Source: an optimization exercise on an open RTL-to-GDS flow (aim: small area). Production flows keep margins and buffers that such runs may drop.
Only simulation tests tie the RTL to the original design; equivalence was not proved.
In every run shown here, the design's own scripts or RTL, not TritonCTS, make the clock network.
The clock port is modelled as an ideal driver, which makes a skipped or thinned clock tree look cheaper than it is; a real chip needs a root buffer or a tree.
Power is estimated from default activity; no workload was simulated.

## config.mk

```make
export PLATFORM = sky130hd
export DESIGN_NAME = dispatch_top
export DESIGN_NICKNAME = dispatch_top
export VERILOG_FILES = /design/flow/design.v
export SDC_FILE = /design/flow/constraint.sdc
export NUM_CORES = 8
export LEC_CHECK = 0
export CAP_MARGIN = 10
export CORE_MARGIN = 2
export CORE_UTILIZATION = 35
export PLACE_DENSITY = 0.45
export SLEW_MARGIN = 10
export SYNTH_HIERARCHICAL = 1
export SYNTH_MINIMUM_KEEP_SIZE = 0
```

## constraint.sdc

```tcl
create_clock -name core_clock -period 9.0 [get_ports {clk}]
set_input_delay 1.8000 -clock core_clock [delete_from_list [all_inputs] [get_ports {clk}]]
set_output_delay 1.8000 -clock core_clock [all_outputs]
set_load 0.01 [all_outputs]
```

## design.v

```verilog
package dispatch_pkg;
    localparam int INST_WIDTH     = 32;
    localparam int ADDR_WIDTH     = 32;
    localparam int REG_WIDTH      = 32;
    localparam int INST_IDX_WIDTH = 5;
    localparam int REG_NUM        = 32;
    localparam int REG_IDX_WIDTH  = 5;
    localparam int UNIT_NUM       = 5;
    localparam int WB_NUM         = 4;
    localparam logic [31:0] MCAUSE_ILLEGAL_INSTR = 32'd2;
    localparam logic [4:0] OPC_LOAD     = 5'b00000;
    localparam logic [4:0] OPC_MISC_MEM = 5'b00011;
    localparam logic [4:0] OPC_OP_IMM   = 5'b00100;
    localparam logic [4:0] OPC_AUIPC    = 5'b00101;
    localparam logic [4:0] OPC_STORE    = 5'b01000;
    localparam logic [4:0] OPC_OP       = 5'b01100;
    localparam logic [4:0] OPC_LUI      = 5'b01101;
    localparam logic [4:0] OPC_BRANCH   = 5'b11000;
    localparam logic [4:0] OPC_JALR     = 5'b11001;
    localparam logic [4:0] OPC_JAL      = 5'b11011;
    localparam logic [4:0] OPC_SYSTEM   = 5'b11100;
    localparam logic [2:0] UNIT_ALU  = 3'd0;
    localparam logic [2:0] UNIT_LSU  = 3'd1;
    localparam logic [2:0] UNIT_MEXT = 3'd2;
    localparam logic [2:0] UNIT_CSR  = 3'd3;
    localparam logic [2:0] UNIT_SPU  = 3'd4;
endpackage
`timescale 1ns/1ps
module inst_decoder (
    input  logic [31:0] inst,
    output logic [4:0]  unit_oh,
    output logic        rd_en,
    output logic        use_rs1,
    output logic        use_rs2,
    output logic [31:0] imm
);
    logic [31:0] w;
    logic [4:0]  opcode;
    assign w      = inst;
    assign opcode = w[6:2];
    always_comb begin
        unit_oh = 5'b10000;
        rd_en   = 1'b1;
        use_rs1 = 1'b1;
        use_rs2 = 1'b0;
        imm     = '0;
        case (opcode)
            dispatch_pkg::OPC_LUI, dispatch_pkg::OPC_AUIPC: begin
                unit_oh = 5'b00001;
                use_rs1 = 1'b0;
                imm     = {w[31:12], 12'b0};
            end
            dispatch_pkg::OPC_JAL: begin
                unit_oh = 5'b00001;
                use_rs1 = 1'b0;
                imm     = {{11{w[31]}}, w[31], w[19:12], w[20], w[30:21], 1'b0};
            end
            dispatch_pkg::OPC_JALR, dispatch_pkg::OPC_OP_IMM, dispatch_pkg::OPC_MISC_MEM: begin
                unit_oh = 5'b00001;
                imm     = {{20{w[31]}}, w[31:20]};
            end
            dispatch_pkg::OPC_BRANCH: begin
                unit_oh = 5'b00001;
                rd_en   = 1'b0;
                use_rs2 = 1'b1;
                imm     = {{19{w[31]}}, w[31], w[7], w[30:25], w[11:8], 1'b0};
            end
            dispatch_pkg::OPC_LOAD: begin
                unit_oh = 5'b00010;
                imm     = {{20{w[31]}}, w[31:20]};
            end
            dispatch_pkg::OPC_STORE: begin
                unit_oh = 5'b00010;
                rd_en   = 1'b0;
                use_rs2 = 1'b1;
                imm     = {{20{w[31]}}, w[31:25], w[11:7]};
            end
            dispatch_pkg::OPC_OP: begin
                unit_oh = w[25] ? 5'b00100 : 5'b00001;
                use_rs2 = 1'b1;
            end
            dispatch_pkg::OPC_SYSTEM: begin
                unit_oh = 5'b01000;
                rd_en   = (w[14:12] != 3'b000);
                imm     = {{20{w[31]}}, w[31:20]};
            end
            default: begin
                rd_en = 1'b0;
            end
        endcase
    end
endmodule
`timescale 1ns/1ps
module reg_scoreboard (
    input  logic         clk,
    input  logic         clr,
    input  logic [31:1]  rel,
    input  logic [31:1]  set,
    output logic [31:1]  lock
);
    always_ff @(posedge clk) begin
        if (clr) begin
            lock <= '0;
        end else begin
            lock <= ~rel & (lock | set);
        end
    end
endmodule
`timescale 1ns/1ps
module reg_file (
    input  logic         clk,
    input  logic         clr,
    input  logic [3:0]   wb_en,
    input  logic [19:0]  wb_idx,
    input  logic [127:0] wb_data,
    output logic [31:1]  wr_any,
    input  logic [4:0]   rs1,
    input  logic [4:0]   rs2,
    output logic [31:0]  rs1_val,
    output logic [31:0]  rs2_val
);
    logic [31:0] regs [1:31];
    logic [31:0] nxt  [1:31];
    logic [991:0] q;       
    logic [31:1] keep;
    logic [31:1] nwr0;
    logic [31:1] nwr1;
    logic [31:1] wr2;
    logic [31:1] wr3;
    logic [31:0] nd0;
    logic [31:0] nd1;
    logic [31:1] sel1;
    logic [31:1] sel2;
    logic [31:1] wr0;
    logic [31:1] wr1;
    logic [31:1] nwr2;
    logic [31:1] nwr3;
    logic [31:1] nsel1;
    logic [31:1] nsel2;
    logic [31:1] nkeep;
    for (genvar i = 1; i < 32; i++) begin : g_dec
        assign wr0[i]  =   wb_en[0] && (wb_idx[4:0]   == 5'(i));
        assign wr1[i]  =   wb_en[1] && (wb_idx[9:5]   == 5'(i));
        assign nwr2[i] = !(wb_en[2] && (wb_idx[14:10] == 5'(i)));
        assign nwr3[i] = !(wb_en[3] && (wb_idx[19:15] == 5'(i)));
        assign wr_any[i] = wr0[i] || wr1[i] || !nwr2[i] || !nwr3[i];
        assign nkeep[i] = wr_any[i] || clr;
        assign nsel1[i] = !(rs1 == 5'(i));
        assign nsel2[i] = !(rs2 == 5'(i));
        rf_inv u_i0 (.a(wr0[i]),    .y(nwr0[i]));
        rf_inv u_i1 (.a(wr1[i]),    .y(nwr1[i]));
        rf_inv u_i2 (.a(nwr2[i]),   .y(wr2[i]));
        rf_inv u_i3 (.a(nwr3[i]),   .y(wr3[i]));
        rf_inv u_ik (.a(nkeep[i]),  .y(keep[i]));
        rf_inv u_s1 (.a(nsel1[i]),  .y(sel1[i]));
        rf_inv u_s2 (.a(nsel2[i]),  .y(sel2[i]));
    end
    assign nd0 = ~wb_data[31:0];
    assign nd1 = ~wb_data[63:32];
    for (genvar i = 1; i < 32; i++) begin : g_reg
        logic [31:0] x;
        for (genvar b = 0; b < 32; b++) begin : g_bit
            rf_aoi222 u_a (
                .a1 (wr2[i]), .a2 (wb_data[64 + b]),
                .b1 (wr3[i]), .b2 (wb_data[96 + b]),
                .c1 (keep[i]), .c2 (regs[i][b]),
                .y  (x[b])
            );
            rf_oai221 u_o (
                .a1 (nwr0[i]), .a2 (nd0[b]),
                .b1 (nwr1[i]), .b2 (nd1[b]),
                .c1 (x[b]),
                .y  (nxt[i][b])
            );
        end
        always_ff @(posedge clk) begin
            regs[i] <= nxt[i];
        end
        assign q[(i-1)*32 +: 32] = regs[i];
    end
    rf_read u_r1 (.sel(sel1), .q(q), .val(rs1_val));
    rf_read u_r2 (.sel(sel2), .q(q), .val(rs2_val));
endmodule
module rf_read (
    input  logic [31:1] sel,
    input  logic [991:0] q,      
    output logic [31:0] val
);
    for (genvar b = 0; b < 32; b++) begin : g_bit
        logic [9:0] p;
        for (genvar k = 0; k < 10; k++) begin : g_grp
            rf_aoi222 u_a (
                .a1 (sel[3*k + 1]), .a2 (q[(3*k + 0)*32 + b]),
                .b1 (sel[3*k + 2]), .b2 (q[(3*k + 1)*32 + b]),
                .c1 (sel[3*k + 3]), .c2 (q[(3*k + 2)*32 + b]),
                .y  (p[k])
            );
        end
        assign val[b] = ~(&p) | (sel[31] & q[30*32 + b]);
    end
endmodule
module rf_aoi222 (
    input  logic a1, a2, b1, b2, c1, c2,
    output logic y
);
    assign y = ~((a1 & a2) | (b1 & b2) | (c1 & c2));
endmodule
module rf_oai221 (
    input  logic a1, a2, b1, b2, c1,
    output logic y
);
    assign y = ~((a1 | a2) & (b1 | b2) & c1);
endmodule
module rf_inv (
    input  logic a,
    output logic y
);
    assign y = ~a;
endmodule
`timescale 1ns/1ps
module dispatch_top (
    input  logic         clk,
    input  logic         rst_n,
    input  logic         fetch_vld,
    input  logic [31:0]  fetch_inst,
    input  logic [31:0]  fetch_pc,
    input  logic [4:0]   fetch_tag,
    output logic         fetch_rdy,
    output logic [31:0]  issue_inst,
    output logic [31:0]  issue_pc,
    output logic [4:0]   issue_tag,
    output logic [4:0]   issue_rd,
    output logic         issue_rd_en,
    output logic [31:0]  issue_imm,
    output logic [31:0]  issue_rs1_val,
    output logic [31:0]  issue_rs2_val,
    output logic [4:0]   issue_vld,
    input  logic [4:0]   issue_rdy,
    output logic         trap_en,
    output logic [31:0]  trap_cause,
    input  logic [3:0]   wb_en,
    input  logic [19:0]  wb_idx,
    input  logic [127:0] wb_data,
    input  logic         instret_we,
    input  logic [63:0]  instret_wdata,
    output logic [63:0]  instret
);
    logic        s_vld;
    logic [31:0] s_inst;
    logic [31:0] s_pc;
    logic [4:0]  s_tag;
    logic        run_q;
    logic [4:0]  s_unit;
    logic        s_rd_en;
    logic        s_use_rs1_unused;
    logic        s_use_rs2_unused;
    logic [4:0]  s_rd;
    logic        f_rd_en;
    logic        f_use_rs1;
    logic        f_use_rs2;
    logic [4:0]  f_rs1;
    logic [4:0]  f_rs2;
    logic [4:0]  f_rd;
    logic        s_rdy;
    logic        s_free;
    logic        fire;
    logic        accept;
    logic [31:1] lock;
    logic [31:1] pend;       
    logic [31:1] s_dst;      
    logic [31:1] rel;        
    logic        hz1, hz2, hzd;
    inst_decoder u_sdec (
        .inst    (s_inst),
        .unit_oh (s_unit),
        .rd_en   (s_rd_en),
        .use_rs1 (s_use_rs1_unused),
        .use_rs2 (s_use_rs2_unused),
        .imm     (issue_imm)
    );
    logic [4:0] f_op;
    assign f_op      = fetch_inst[6:2];
    assign f_use_rs1 = !(f_op == dispatch_pkg::OPC_LUI || f_op == dispatch_pkg::OPC_AUIPC
                      || f_op == dispatch_pkg::OPC_JAL);
    assign f_use_rs2 =  (f_op == dispatch_pkg::OPC_OP || f_op == dispatch_pkg::OPC_STORE
                      || f_op == dispatch_pkg::OPC_BRANCH);
    always_comb begin
        case (f_op)
            dispatch_pkg::OPC_LUI, dispatch_pkg::OPC_AUIPC, dispatch_pkg::OPC_JAL,
            dispatch_pkg::OPC_JALR, dispatch_pkg::OPC_OP_IMM, dispatch_pkg::OPC_MISC_MEM,
            dispatch_pkg::OPC_LOAD, dispatch_pkg::OPC_OP:
                f_rd_en = 1'b1;
            dispatch_pkg::OPC_SYSTEM:
                f_rd_en = (fetch_inst[14:12] != 3'b000);
            default:
                f_rd_en = 1'b0;
        endcase
    end
    assign s_rd  = s_inst[11:7];
    assign f_rs1 = fetch_inst[19:15];
    assign f_rs2 = fetch_inst[24:20];
    assign f_rd  = fetch_inst[11:7];
    assign issue_vld   = s_vld ? s_unit : 5'b0;
    assign s_rdy       = |(issue_rdy & s_unit);
    assign fire        = s_vld && s_rdy;
    assign s_free      = !s_vld || s_rdy;
    assign issue_inst  = s_inst;
    assign issue_pc    = s_pc;
    assign issue_tag   = s_tag;
    assign issue_rd    = s_rd;
    assign issue_rd_en = s_rd_en;
    assign trap_en    = s_unit[4];
    assign trap_cause = {30'b0, s_unit[4], 1'b0};
    for (genvar i = 1; i < 32; i++) begin : g_dec
        assign s_dst[i] = s_vld && s_rd_en && (s_rd == 5'(i));
    end
    assign pend = lock | s_dst;
    assign hz1 = f_use_rs1 && (f_rs1 != 5'd0) && pend[f_rs1];
    assign hz2 = f_use_rs2 && (f_rs2 != 5'd0) && pend[f_rs2];
    assign hzd = f_rd_en   && (f_rd  != 5'd0) && pend[f_rd];
    always_ff @(posedge clk or negedge rst_n) begin
        if (!rst_n) begin
            run_q <= 1'b0;
        end else begin
            run_q <= 1'b1;
        end
    end
    assign fetch_rdy = run_q && s_free && !hz1 && !hz2 && !hzd;
    assign accept    = fetch_vld && fetch_rdy;
    always_ff @(posedge clk or negedge rst_n) begin
        if (!rst_n) begin
            s_vld <= 1'b0;
        end else begin
            s_vld <= accept || (s_vld && !s_rdy);
        end
    end
    always_ff @(posedge clk) begin
        if (s_free) begin
            s_inst <= fetch_inst;
            s_pc   <= fetch_pc;
            s_tag  <= fetch_tag;
        end
    end
    logic [7:0]  ir_all;     
    logic [8:0]  ir_cb;      
    logic [63:0] ir_c;       
    logic [63:0] ir_sum;
    assign ir_cb[0] = accept;
    for (genvar k = 0; k < 8; k++) begin : g_irblk
        assign ir_all[k]  = &instret[k*8 +: 8];
        assign ir_cb[k+1] = ir_cb[k] && ir_all[k];
        assign ir_c[k*8]  = ir_cb[k];
        for (genvar i = 1; i < 8; i++) begin : g_irbit
            assign ir_c[k*8 + i] = ir_c[k*8 + i - 1] && instret[k*8 + i - 1];
        end
    end
    assign ir_sum = instret ^ ir_c;
    always_ff @(posedge clk or negedge rst_n) begin
        if (!rst_n) begin
            instret <= 64'd0;
        end else if (instret_we) begin
            instret <= instret_wdata;
        end else begin
            instret <= ir_sum;
        end
    end
    reg_scoreboard u_sb (
        .clk   (clk),
        .clr   (!run_q),
        .rel   (rel),
        .set   (s_dst & {31{s_rdy}}),
        .lock  (lock)
    );
    reg_file u_rf (
        .clk     (clk),
        .clr     (!run_q),
        .wb_en   (wb_en),
        .wb_idx  (wb_idx),
        .wb_data (wb_data),
        .wr_any  (rel),
        .rs1     (s_inst[19:15]),
        .rs2     (s_inst[24:20]),
        .rs1_val (issue_rs1_val),
        .rs2_val (issue_rs2_val)
    );
endmodule
```

## flow/run.sh

```bash
#!/bin/bash
# The standard synthesis and layout, with these changes:
#  - before floorplan, every cell at its smallest drive strength (repair sizes up what
#    needs it) and each inverter that drives many gates as inv_2 (flow/pre_fp.tcl)
#  - minimum-size port buffers
#  - global routing keeps more of met1/met2 free for pin access (flow/fastroute.tcl)
#  - flow/cts.tcl in place of the cts step: it removes the buffers that timing-driven
#    placement added inside the design and repairs slew and capacitance again; an input
#    port buffer that drives a single buffer takes over that buffer; then it builds a
#    clock tree of buf_12 (buf_6 or buf_8 for lightly loaded leaves)
#  - antennas repaired with margin after global routing (flow/post_grt.tcl)
# Each step's output goes to a log of its own here; ORFS keeps its per-step logs under orfs/logs.
set -euo pipefail
W=$PWD
R=$W/orfs/results/sky130hd/dispatch_top/base
OPENROAD=$FLOW_HOME/../tools/install/OpenROAD/bin/openroad
[[ -x $OPENROAD ]] || OPENROAD=$(command -v openroad)
KNOBS=(
  PRE_FLOORPLAN_TCL=$W/flow/pre_fp.tcl
  "BUFFER_PORTS_ARGS=-buffer_cell sky130_fd_sc_hd__buf_1"
  FASTROUTE_TCL=$W/flow/fastroute.tcl
  POST_GLOBAL_ROUTE_TCL=$W/flow/post_grt.tcl
)
bash standard.sh synth > synth.log 2>&1
bash standard.sh "${KNOBS[@]}" place > place.log 2>&1
RESULTS_DIR=$R PLATFORM_DIR=$FLOW_HOME/platforms/sky130hd SLEW_MARGIN=10 CAP_MARGIN=10 \
  LEAF_CMAX=88 LEAF_BUF=sky130_fd_sc_hd__buf_12 \
  MID_CMAX=120 MID_BUF=sky130_fd_sc_hd__buf_12 \
  $OPENROAD -no_init -exit $W/flow/cts.tcl > cts.log 2>&1
cp $R/4_1_cts.odb $R/4_cts.odb
touch $R/4_cts.sdc
bash standard.sh "${KNOBS[@]}" finish > route.log 2>&1
```

## flow/cts.tcl

```tcl
# Clock tree for the placed design, in place of the flow's cts step.
# Recursive bisection: leaf buffers drive compact groups of flip-flops (a lightly
# loaded group gets a smaller buffer), upper
# levels drive groups of buffers, each buffer at its group's centroid. Then
# the same clean-up the flow's cts step does: legalize, repair timing, legalize.
# env: RESULTS_DIR PLATFORM_DIR LEAF_CMAX LEAF_BUF MID_CMAX MID_BUF (loads in fF)
set R $::env(RESULTS_DIR)
set P $::env(PLATFORM_DIR)
read_liberty $P/lib/sky130_fd_sc_hd__tt_025C_1v80.lib
read_db $R/3_place.odb
read_sdc $R/3_place.sdc
source $P/setRC.tcl
set_dont_use {sky130_fd_sc_hd__probe_p_8 sky130_fd_sc_hd__probec_p_8 sky130_fd_sc_hd__lpflow_*}

set block [ord::get_db_block]
set clknet [$block findNet clk]

# Buffers that timing-driven placement left on nets that neither come from nor go to a
# port: remove them, then let repair_design put back only what slew and capacitance need,
# with buffers no larger than buf_4.
set removed 0
foreach b [$block getInsts] {
  set mn [[$b getMaster] getName]
  if {![regexp {^sky130_fd_sc_hd__(clk)?buf_\d+$} $mn]} continue
  set nin [[$b findITerm A] getNet]
  set nout [[$b findITerm X] getNet]
  if {$nin eq "NULL" || $nout eq "NULL"} continue
  if {[llength [$nin getBTerms]] > 0 || [llength [$nout getBTerms]] > 0} continue
  if {$nin eq $clknet || $nout eq $clknet} continue
  foreach it [$nout getITerms] {
    if {[$it getInst] eq $b} continue
    $it disconnect
    $it connect $nin
  }
  odb::dbInst_destroy $b
  odb::dbNet_destroy $nout
  incr removed
}
puts "cts: removed $removed buffers"
estimate_parasitics -placement
set_dont_use {sky130_fd_sc_hd__buf_6 sky130_fd_sc_hd__buf_8 sky130_fd_sc_hd__buf_12 sky130_fd_sc_hd__buf_16 sky130_fd_sc_hd__clkbuf_8 sky130_fd_sc_hd__clkbuf_16 sky130_fd_sc_hd__bufbuf_8 sky130_fd_sc_hd__bufbuf_16}
repair_design -slew_margin $::env(SLEW_MARGIN) -cap_margin $::env(CAP_MARGIN)
unset_dont_use {sky130_fd_sc_hd__buf_6 sky130_fd_sc_hd__buf_8 sky130_fd_sc_hd__buf_12 sky130_fd_sc_hd__buf_16 sky130_fd_sc_hd__clkbuf_8 sky130_fd_sc_hd__clkbuf_16 sky130_fd_sc_hd__bufbuf_8 sky130_fd_sc_hd__bufbuf_16}

# An input port's buffer whose only load is another buffer: the port buffer takes that
# buffer's size and its loads, and the second buffer goes.
set merged 0
foreach b [$block getInsts] {
  set bm [$b getMaster]
  if {![string match "sky130_fd_sc_hd__buf_*" [$bm getName]]} continue
  set nin [[$b findITerm A] getNet]
  if {$nin eq "NULL" || [llength [$nin getBTerms]] > 0 || [llength [$nin getITerms]] != 2} continue
  set drv [$nin getFirstOutput]
  if {$drv eq "NULL"} continue
  set a [$drv getInst]
  if {![string match "sky130_fd_sc_hd__buf_*" [[$a getMaster] getName]]} continue
  set ain [[$a findITerm A] getNet]
  if {$ain eq "NULL" || [llength [$ain getBTerms]] == 0} continue
  set nout [[$b findITerm X] getNet]
  if {$nout eq "NULL" || [llength [$nout getBTerms]] > 0} continue
  if {[$bm getWidth] > [[$a getMaster] getWidth]} { $a swapMaster $bm }
  foreach it [$nout getITerms] {
    if {[$it getInst] eq $b} continue
    $it disconnect
    $it connect $nin
  }
  odb::dbInst_destroy $b
  odb::dbNet_destroy $nout
  incr merged
}
puts "cts: merged $merged buffers into input port buffers"

set sinks {}
foreach it [$clknet getITerms] {
  set bb [[$it getInst] getBBox]
  lappend sinks [list $it [expr {([$bb xMin]+[$bb xMax])/2}] [expr {([$bb yMin]+[$bb yMax])/2}] 1.8]
}
puts "cts: [llength $sinks] sinks"

# estimated load of a group in fF: its pins plus a Steiner estimate of its wire
proc est_cap {items} {
  set xs [lmap i $items {lindex $i 1}]
  set ys [lmap i $items {lindex $i 2}]
  set h [expr {([tcl::mathfunc::max {*}$xs] - [tcl::mathfunc::min {*}$xs] + [tcl::mathfunc::max {*}$ys] - [tcl::mathfunc::min {*}$ys]) / 1000.0}]
  set c 0.0
  foreach i $items { set c [expr {$c + [lindex $i 3]}] }
  return [expr {$c + 0.215 * (0.35 * sqrt([llength $items]) * $h + 10.0)}]
}

# split {obj x y cap} items into groups of estimated load at most cmax fF: cut
# across the wider side into two parts sized for a whole number of groups each
proc bisect {items cmax} {
  set c [est_cap $items]
  if {[llength $items] <= 1 || $c <= $cmax} { return [list $items] }
  set k [expr {max(2, int(ceil($c / $cmax)))}]
  set xs [lmap i $items {lindex $i 1}]
  set ys [lmap i $items {lindex $i 2}]
  set dx [expr {[tcl::mathfunc::max {*}$xs] - [tcl::mathfunc::min {*}$xs]}]
  set dy [expr {[tcl::mathfunc::max {*}$ys] - [tcl::mathfunc::min {*}$ys]}]
  set sorted [lsort -integer -index [expr {$dx >= $dy ? 1 : 2}] $items]
  set cut [expr {max(1, min([llength $items] - 1, ([llength $items] * ($k / 2)) / $k))}]
  return [concat [bisect [lrange $sorted 0 [expr {$cut-1}]] $cmax] [bisect [lrange $sorted $cut end] $cmax]]
}

set cnt 0
proc add_buf {master items level} {
  global block cnt
  incr cnt
  set m [[ord::get_db] findMaster $master]
  set inst [odb::dbInst_create $block $m "ctsbuf_L${level}_$cnt"]
  set net [odb::dbNet_create $block "ctsnet_L${level}_$cnt"]
  $net setSigType CLOCK
  set sx 0; set sy 0
  foreach i $items {
    set it [lindex $i 0]
    $it disconnect
    $it connect $net
    set sx [expr {$sx + [lindex $i 1]}]; set sy [expr {$sy + [lindex $i 2]}]
  }
  set cx [expr {$sx / [llength $items]}]; set cy [expr {$sy / [llength $items]}]
  [$inst findITerm X] connect $net
  $inst setLocation [expr {$cx - [$m getWidth]/2}] [expr {$cy - [$m getHeight]/2}]
  $inst setPlacementStatus PLACED
  set incap [dict create sky130_fd_sc_hd__clkbuf_8 3.9 sky130_fd_sc_hd__clkbuf_16 7.4 sky130_fd_sc_hd__buf_6 4.6 \
    sky130_fd_sc_hd__buf_8 7.0 sky130_fd_sc_hd__buf_12 9.2 sky130_fd_sc_hd__buf_16 13.6]
  return [list [$inst findITerm A] $cx $cy [dict get $incap $master]]
}

set level 0
set items $sinks
set cmax $::env(LEAF_CMAX)
set buf $::env(LEAF_BUF)
while {[llength $items] > 1} {
  set groups [bisect $items $cmax]
  if {[llength $groups] >= [llength $items]} { set groups [list $items] }
  set next {}
  foreach g $groups {
    # a leaf whose load is well under the limit gets a smaller buffer
    set b $buf
    if {$level == 0} {
      set c [est_cap $g]
      if {$c <= 0.55 * $cmax} {
        set b sky130_fd_sc_hd__buf_6
      } elseif {$c <= 0.7 * $cmax} {
        set b sky130_fd_sc_hd__buf_8
      }
    }
    lappend next [add_buf $b $g $level]
  }
  puts "cts: level $level: [llength $groups] x $buf"
  set items $next
  incr level
  set cmax $::env(MID_CMAX)
  set buf $::env(MID_BUF)
}
# the root buffer's input stays on the clock port's net
[lindex [lindex $items 0] 0] connect $clknet

set_propagated_clock [all_clocks]
detailed_placement
estimate_parasitics -placement

proc clk_slew {} {
  set worst 0
  foreach pin [get_pins -hierarchical */CLK] {
    foreach e {rise fall} {
      foreach a {min max} {
        set ps [expr {[sta::time_ui_sta [get_property $pin slew_${a}_$e]]*1e12}]
        if {$ps > $worst} {set worst $ps}
      }
    }
  }
  return $worst
}
puts "cts: worst clock pin slew [clk_slew] ps"
report_clock_skew
report_worst_slack -min
report_worst_slack -max

repair_timing -verbose
detailed_placement
check_placement -verbose
estimate_parasitics -placement
puts "cts: after repair, worst clock pin slew [clk_slew] ps"
report_worst_slack -min
report_worst_slack -max
report_design_area

write_db $R/4_1_cts.odb
write_sdc -no_timestamp $R/4_cts.sdc
```

## flow/fastroute.tcl

```tcl
# The platform's global routing setup, with less of met1 and met2 offered to the
# global router so that the detailed router keeps room there for pin access.
set_global_routing_layer_adjustment met1 0.5
set_global_routing_layer_adjustment met2 0.3
set_global_routing_layer_adjustment met3-$::env(MAX_ROUTING_LAYER) 0.2

set_routing_layers -clock $::env(MIN_CLK_ROUTING_LAYER)-$::env(MAX_ROUTING_LAYER)
set_routing_layers -signal $::env(MIN_ROUTING_LAYER)-$::env(MAX_ROUTING_LAYER)
```

## flow/post_grt.tcl

```tcl
# After global routing: repair antennas once more, with margin, so that the detailed
# router's own antenna repair rarely has to route again. Diodes are not logic cells.
repair_antennas -iterations 3 -ratio_margin 50
check_placement -verbose
```

## flow/pre_fp.tcl

```tcl
# Before floorplanning: set every combinational cell to its smallest drive strength
# (timing repair later sizes up whatever needs it), except that an inverter driving
# many gates starts as inv_2.
set db [ord::get_db]
set n 0
set big 0
set inv4 [$db findMaster sky130_fd_sc_hd__inv_2]
foreach inst [[ord::get_db_block] getInsts] {
  set m [[$inst getMaster] getName]
  if {![regexp {^(sky130_fd_sc_hd__([a-z0-9]+))_([0-9]+)$} $m -> base fam sz]} continue
  if {[regexp {^(s?e?df|dl|conb|tap|fill|decap|diode)} $fam]} continue
  if {$fam eq "inv" || $fam eq "clkinv"} {
    set out [$inst findITerm Y]
    set net [$out getNet]
    if {$net ne "NULL" && [llength [$net getITerms]] > 16} {
      $inst swapMaster $inv4
      incr big
      continue
    }
  }
  if {$sz <= 1 || [regexp {^(clk|buf)} $fam]} continue
  set small [$db findMaster ${base}_1]
  if {$small eq "NULL"} continue
  $inst swapMaster $small
  incr n
}
puts "pre_fp: downsized $n cells, $big inverters set to inv_2"
```

## standard.sh

```bash
#!/bin/bash
# synth_recipe.tcl (not shown) runs the flow's synth.tcl, then flattens the netlist and writes it again
# the make line also repeats each setting of config.mk as NAME=value (left out here)
make -C /OpenROAD-flow-scripts/flow DESIGN_CONFIG=/design/flow/config.mk WORK_HOME=/design/flow/orfs CLKGATE_MAP_FILE= SYNTH_SCRIPT=/design/flow/synth_recipe.tcl "${@:-finish}"
```

==> flow_metrics.tcl, run 1 <==
set metrics [dict create \
    fmax_ghz 0.124 \
    portBuffers 536 \
    relSlewSlack_pct -0.425 \
    critPathKind "flop to primary output" \
    leakagePower_nw 21.9 \
    crit_required_ns 7.20 \
    yosys_warnings 13 \
    grt_pass1_wl_um 607000 \
    place_congestion 1.05 \
    wl_per_cell_um 52.8 \
    grt_overflow 0 \
    avgSynthCellArea_um2 10.9 \
    comb_power_share_pct 22.4 \
    fillers 17000 \
    detail-route-antenna-nets 0 \
    fin_crit_ns 8.06 \
    insertion_delay_ns 0.73 \
    netlist_area_um2 59800 \
    die_area_um2 174000 \
    place_inst 8277 \
    pwr_density_cell_nw_per_um2 178 \
    slew_viol_final 33 \
    setup_viol 0 \
    via_count 76100 \
    dieHeight_um 417 \
    setup_tns_ns 0 \
    power.total_mw 11.7 \
    stdcell_count 8439 \
    fin_nets 6394 \
    max_cap_viol_count 3 \
    drive_above_1_share_pct 7.52 \
    grt.total_usage_pct 58.3 \
    power.switching_mw 4.50 \
    p_sw_share_pct 38.4 \
    worstPathMaxFanout 14 \
    clk_pin_slew_ns 0.11 \
    area_growth_pct 10.5 \
    failed_checks "max-capacitance violations, max-slew violations" \
    pin_count 568 \
    dp_hpwl_um 244000 \
    multi_input_area_um2 33800 \
    status "finished with violations" \
    dr.pass1.iters 17 \
    arrival_ns 6.26 \
    core_area_um2 169000 \
    start_kind "flop" \
    start_util_pct 35.3 \
    grt_pass1_vias 77500 \
    fin_skew_ns 0.0584 \
    antenna_found_initial 44 \
    syn_inst 5501 \
    drc 0 \
    seqCellArea_um2 24200 \
    min_path_type "flop to flop" \
    end_kind "primary output" \
    grt_max_degree 73 \
    fin_crit_sh_pct 89.6 \
    rows 151 \
    drtIter0Drc 18000 \
    hold_viol_final 0 \
    clock_power_share_pct 27.5 \
    dieWidth_um 417 \
    wl_um 445000 \
    ir_drop_uv 146 \
    internal_power_mw 7.22 \
    vias_per_cell 9.02 \
    pwr-share-seq_pct 50.1 \
    tightest_slew_ns 1.51 \
]
==> final cells by class <==
class	count	area share [%]
diodes	182	0.690
plain buffers	74	2.00
inverters	299	1.72
multi-input cells	3944	51.2
flip-flops and latches	1158	36.7
well taps	2218	4.20
repair buffers	564	3.52
==> worst max-delay path, cell delays in order, from the launching register on <==
cell	delay, ns
edfxtp_1	0.60
inv_1	0.22
or4_1	0.14
a311oi_1	0.08
o21ai_1	1.16
nor3b_2	0.90
a21oi_1	0.32
mux4_1	0.56
and2_1	0.17
o211a_1	0.24
o32ai_1	0.86
nor2_1	0.09
buf_1	0.18
==> flip-flops by register name (all words and copies together) (netlist names) <==
register / count
s_vld: 1
s_tag: 5
s_inst: 32
u_sb.lock: 31
s_pc: 32
u_rf.regs: 992
instret: 64
run_q: 1
==> worst paths after layout <==
| path | from | to | slack, ns | cells past startpoint |
|---|---|---|---|---|
| max in group asynchronous | rst_n | s_vld | 7.15 | 2 |
| worst max-delay path | s_inst[6] | fetch_rdy | 0.94 | 12 |
| min in group asynchronous | rst_n | instret[53] | 0.89 | 1 |
| worst min-delay path | u_sb.lock[13] | u_sb.lock[13] | 0.49 | 2 |
| worst min register to register | u_sb.lock[13] | u_sb.lock[13] | 0.49 | 2 |
| worst max register to register | s_inst[6] | instret[6] | 1.71 | 19 |
==> placed cells by master (no fill, tap or decap), types with 8 or more instances in the layout <==
| cell type | instances |
|---|---|
| a222oi_1 | 1633 |
| dfxtp_1 | 1023 |
| o221ai_1 | 996 |
| buf_1 | 470 |
| inv_2 | 273 |
| nand2_1 | 234 |
| diode_2 | 182 |
| nor2_1 | 166 |
| nand4_1 | 144 |
| edfxtp_1 | 69 |
| dfrtp_1 | 66 |
| a2111o_1 | 65 |
| clkbuf_2 | 65 |
| nand3_1 | 63 |
| mux2_1 | 59 |
| ha_1 | 59 |
| nor3_1 | 57 |
| buf_12 | 53 |
| a21oi_1 | 41 |
| nand4b_1 | 35 |
| conb_1 | 32 |
| nor2b_1 | 29 |
| a22oi_1 | 26 |
| buf_4 | 26 |
| o21ai_0 | 21 |
| and2_1 | 19 |
| inv_1 | 15 |
| xnor2_1 | 15 |
| and4bb_1 | 15 |
| and4b_1 | 15 |
| nand2b_1 | 15 |
| buf_6 | 14 |
| or3_1 | 13 |
| mux2i_1 | 11 |
| a211oi_1 | 10 |
| a21o_1 | 10 |
| clkinv_2 | 9 |
| nor4b_1 | 8 |
==> metrics by stage <==
| step | utilization, % | hold slack, ns | setup slack, ns | cell area [um^2] |
|---|---|---|---|---|
| final | 39.0 | 0.494 | 0.935 | 66000 |
| after detailed placement | 38.3 | 0.486 | 1.18 | 64900 |
| after global placement | 38.3 | 0.483 | 1.16 | 64900 |
| after floorplan | - | 0.453 | 1.92 | 59900 |
==> power by group through the flow <==
stage	sequential [mW]	clock [mW]	combinational, mW
2_1_floorplan	5.88	0	1.14
3_3_place_gp	5.93	0	2.49
3_5_place_dp	5.93	0	2.50
6_report	5.87	3.22	2.63
==> routing by layer <==
layer | track usage [%] | routed length [um] | vias up
met1 | 72.3 | 148000 | 37200
met4 | 39.8 | 36900 | 111
li1 | - | - | 28500
met3 | 46.3 | 89300 | 2298
met5 | 20.2 | 3220 | -
met2 | 71.1 | 168000 | 8059
==> run 2: changes to the inputs <==
--- a/flow/run.sh
+++ b/flow/run.sh
@@ -24,7 +24,7 @@
 bash standard.sh synth > synth.log 2>&1
 bash standard.sh "${KNOBS[@]}" place > place.log 2>&1
 RESULTS_DIR=$R PLATFORM_DIR=$FLOW_HOME/platforms/sky130hd SLEW_MARGIN=10 CAP_MARGIN=10 \
-  LEAF_CMAX=88 LEAF_BUF=sky130_fd_sc_hd__buf_12 \
+  LEAF_CMAX=80 LEAF_BUF=sky130_fd_sc_hd__buf_12 \
   MID_CMAX=120 MID_BUF=sky130_fd_sc_hd__buf_12 \
   $OPENROAD -no_init -exit $W/flow/cts.tcl > cts.log 2>&1
 cp $R/4_1_cts.odb $R/4_cts.odb
==> run 2 against run 1 <==
The run now finishes clean; register-to-register slack worse by 0.03 ns; global-route usage is 0.059 points lower; sequential share of layout area is 0.084 points lower; die area stayed put; wire length hardly changed; fmax is 0.46% higher; final area is 0.23% higher.
==> flow_metrics.tcl, run 2 <==
set metrics [dict create \
    status "timing/DRC/antenna clean" \
    power.switching_mw 4.49 \
    rows 151 \
    end_kind "primary output" \
    drc 0 \
    pwr_density_cell_nw_per_um2 178 \
    clock_power_share_pct 27.8 \
    avgSynthCellArea_um2 10.9 \
    fin_crit_sh_pct 89.2 \
    regMostFlops "u_rf.regs" \
    setup_viol 0 \
    finalWorstSetupSlack_ns 0.972 \
    fmax_ghz 0.125 \
    largest_register_ffs 992 \
    via_count 76500 \
    insertion_delay_ns 0.78 \
    top_regs "u_rf.regs: 992 flops, instret: 64 flops" \
    dieWidth_um 417 \
    fin_skew_ns 0.111 \
    start_util_pct 35.3 \
    fin_nets 6398 \
    arrival_ns 6.23 \
    hold_viol_final 0 \
    final_cell_mix "a222oi_1 (1633), dfxtp_1 (1023), o221ai_1 (996)" \
    yosys_warnings 13 \
    pin_count 568 \
    die_area_um2 174000 \
    grt_max_degree 73 \
    detail-route-antenna-nets 0 \
    wl_per_cell_um 52.5 \
    dp_hpwl_um 244000 \
    netlist_area_um2 59800 \
    pwr-share-seq_pct 49.9 \
    tightest_slew_ns 1.46 \
    slew_viol_final 0 \
    min_path_type "flop to flop" \
    vias_per_cell 9.03 \
    p_sw_share_pct 38.2 \
    leakagePower_nw 21.9 \
    worstPathMaxFanout 14 \
    final_util_pct 39.1 \
    critPathKind "primary input to primary output" \
    ir_drop_uv 127 \
    antenna_found_initial 50 \
    syn_inst 5501 \
    relSlewSlack_pct 2.56 \
    post-place-ws_ns 1.18 \
    place_congestion 1.05 \
    clk_pin_slew_ns 0.08 \
    dr.pass1.iters 15 \
    wl_um 445000 \
    grt_overflow 0 \
    internal_power_mw 7.27 \
    drive_above_1_share_pct 7.58 \
    grt_pass1_wl_um 606000 \
    max_cap_viol_count 0 \
    portBuffers 536 \
    drtIter0Drc 17200 \
    dieHeight_um 417 \
    start_kind "primary input" \
    grt.total_usage_pct 58.3 \
    crit_required_ns 7.20 \
    fin_crit_ns 8.03 \
    grt_pass1_vias 77500 \
    setup_tns_ns 0 \
    final_common_cell "a222oi_1" \
    comb_power_share_pct 22.3 \
    area_growth_pct 10.7 \
    core_area_um2 169000 \
]
run 2: cell type report:
cell class | count | area [um^2]
well taps | 2218 | 2780
multi-input cells | 3944 | 33800
repair buffers | 564 | 2330
fillers | 17000 | 103000
diodes | 212 | 531
flip-flops and latches | 1158 | 24200
inverters | 299 | 1130
plain buffers | 78 | 1400
run 2: worst max-delay path: stages:
cell	delay, ns
buf_1	0.50
clkinv_1	0.48
ha_1	0.44
xor2_1	0.67
mux2_1	0.37
o21ai_0	0.15
a221oi_1	0.11
a211oi_1	0.83
o32ai_1	0.47
nor2_1	0.20
buf_1	0.19
run 2: path summary, 6_finish.rpt:
| kind | slack [ns] | start | cells after the start | to |
|---|---|---|---|---|
| min in group asynchronous | 0.95 | rst_n | 1 | instret[53] |
| worst min-delay path | 0.49 | u_sb.lock[13] | 2 | u_sb.lock[13] |
| max in group asynchronous | 7.08 | rst_n | 2 | instret[31] |
| worst max register to register | 1.68 | s_inst[6] | 19 | instret[6] |
| worst max-delay path | 0.97 | fetch_inst[7] | 11 | fetch_rdy |
| worst min register to register | 0.49 | u_sb.lock[13] | 2 | u_sb.lock[13] |
run 2: per-stage QoR:
step                      instances  instance area, um^2  total power, mW  hold WS (ns)
final                          8473                66200             11.8         0.492
after floorplan                5531                59900             7.02         0.453
after detailed placement       8277                64900             8.43         0.486
after global placement         8277                64900             8.42         0.483
run 2: power by group through the flow:
stage,Sequential [mW],Clock [mW],Combinational (mW)
global placement,5.93,0,2.49
detailed placement,5.93,0,2.50
finish,5.88,3.27,2.63
floorplan,5.88,0,1.14
run 2: routing by layer:
| layer | vias to the layer above | track usage [%] | routed length (um) |
|---|---|---|---|
| met2 | 8176 | 71.3 | 168000 |
| li1 | 28500 | - | - |
| met4 | 116 | 39.2 | 37100 |
| met1 | 37400 | 72.8 | 149000 |
| met3 | 2341 | 46.0 | 88800 |
| met5 | - | 18.5 | 2680 |

## port drivers added, routing unchanged
No port has a modelled driver above. Below, the same layouts with a new extraction and two added sets of constraints. Step 1: set_driving_cell puts a clkbuf_16 on clk and a buf_2 on each other input, an assumption about the parent block. Step 2 adds t to the input delays and takes it off the output delays; t is the mean of the earliest and latest rising clock arrival at the registers after step 1. Input paths then give back, and output paths get back, about the clock's delay inside the block. Slacks: no drivers / after step 1 / after step 2; pairs: no drivers / after step 1.
run | t (ns) | setup WS [ns] | clock arrival spread, ns | worst register clock-pin slew, ns
run 1 | 0.830 | 0.935 / 0.835 / 1.014 | 0.107 / 0.108 | 0.12 / 0.12
run 2 | 0.813 | 0.972 / 0.883 / 0.918 | 0.117 / 0.118 | 0.11 / 0.11
For run 2, which loses most, drivers alone change the setup slack by -0.089 ns; drivers and shift together by -0.054 ns.
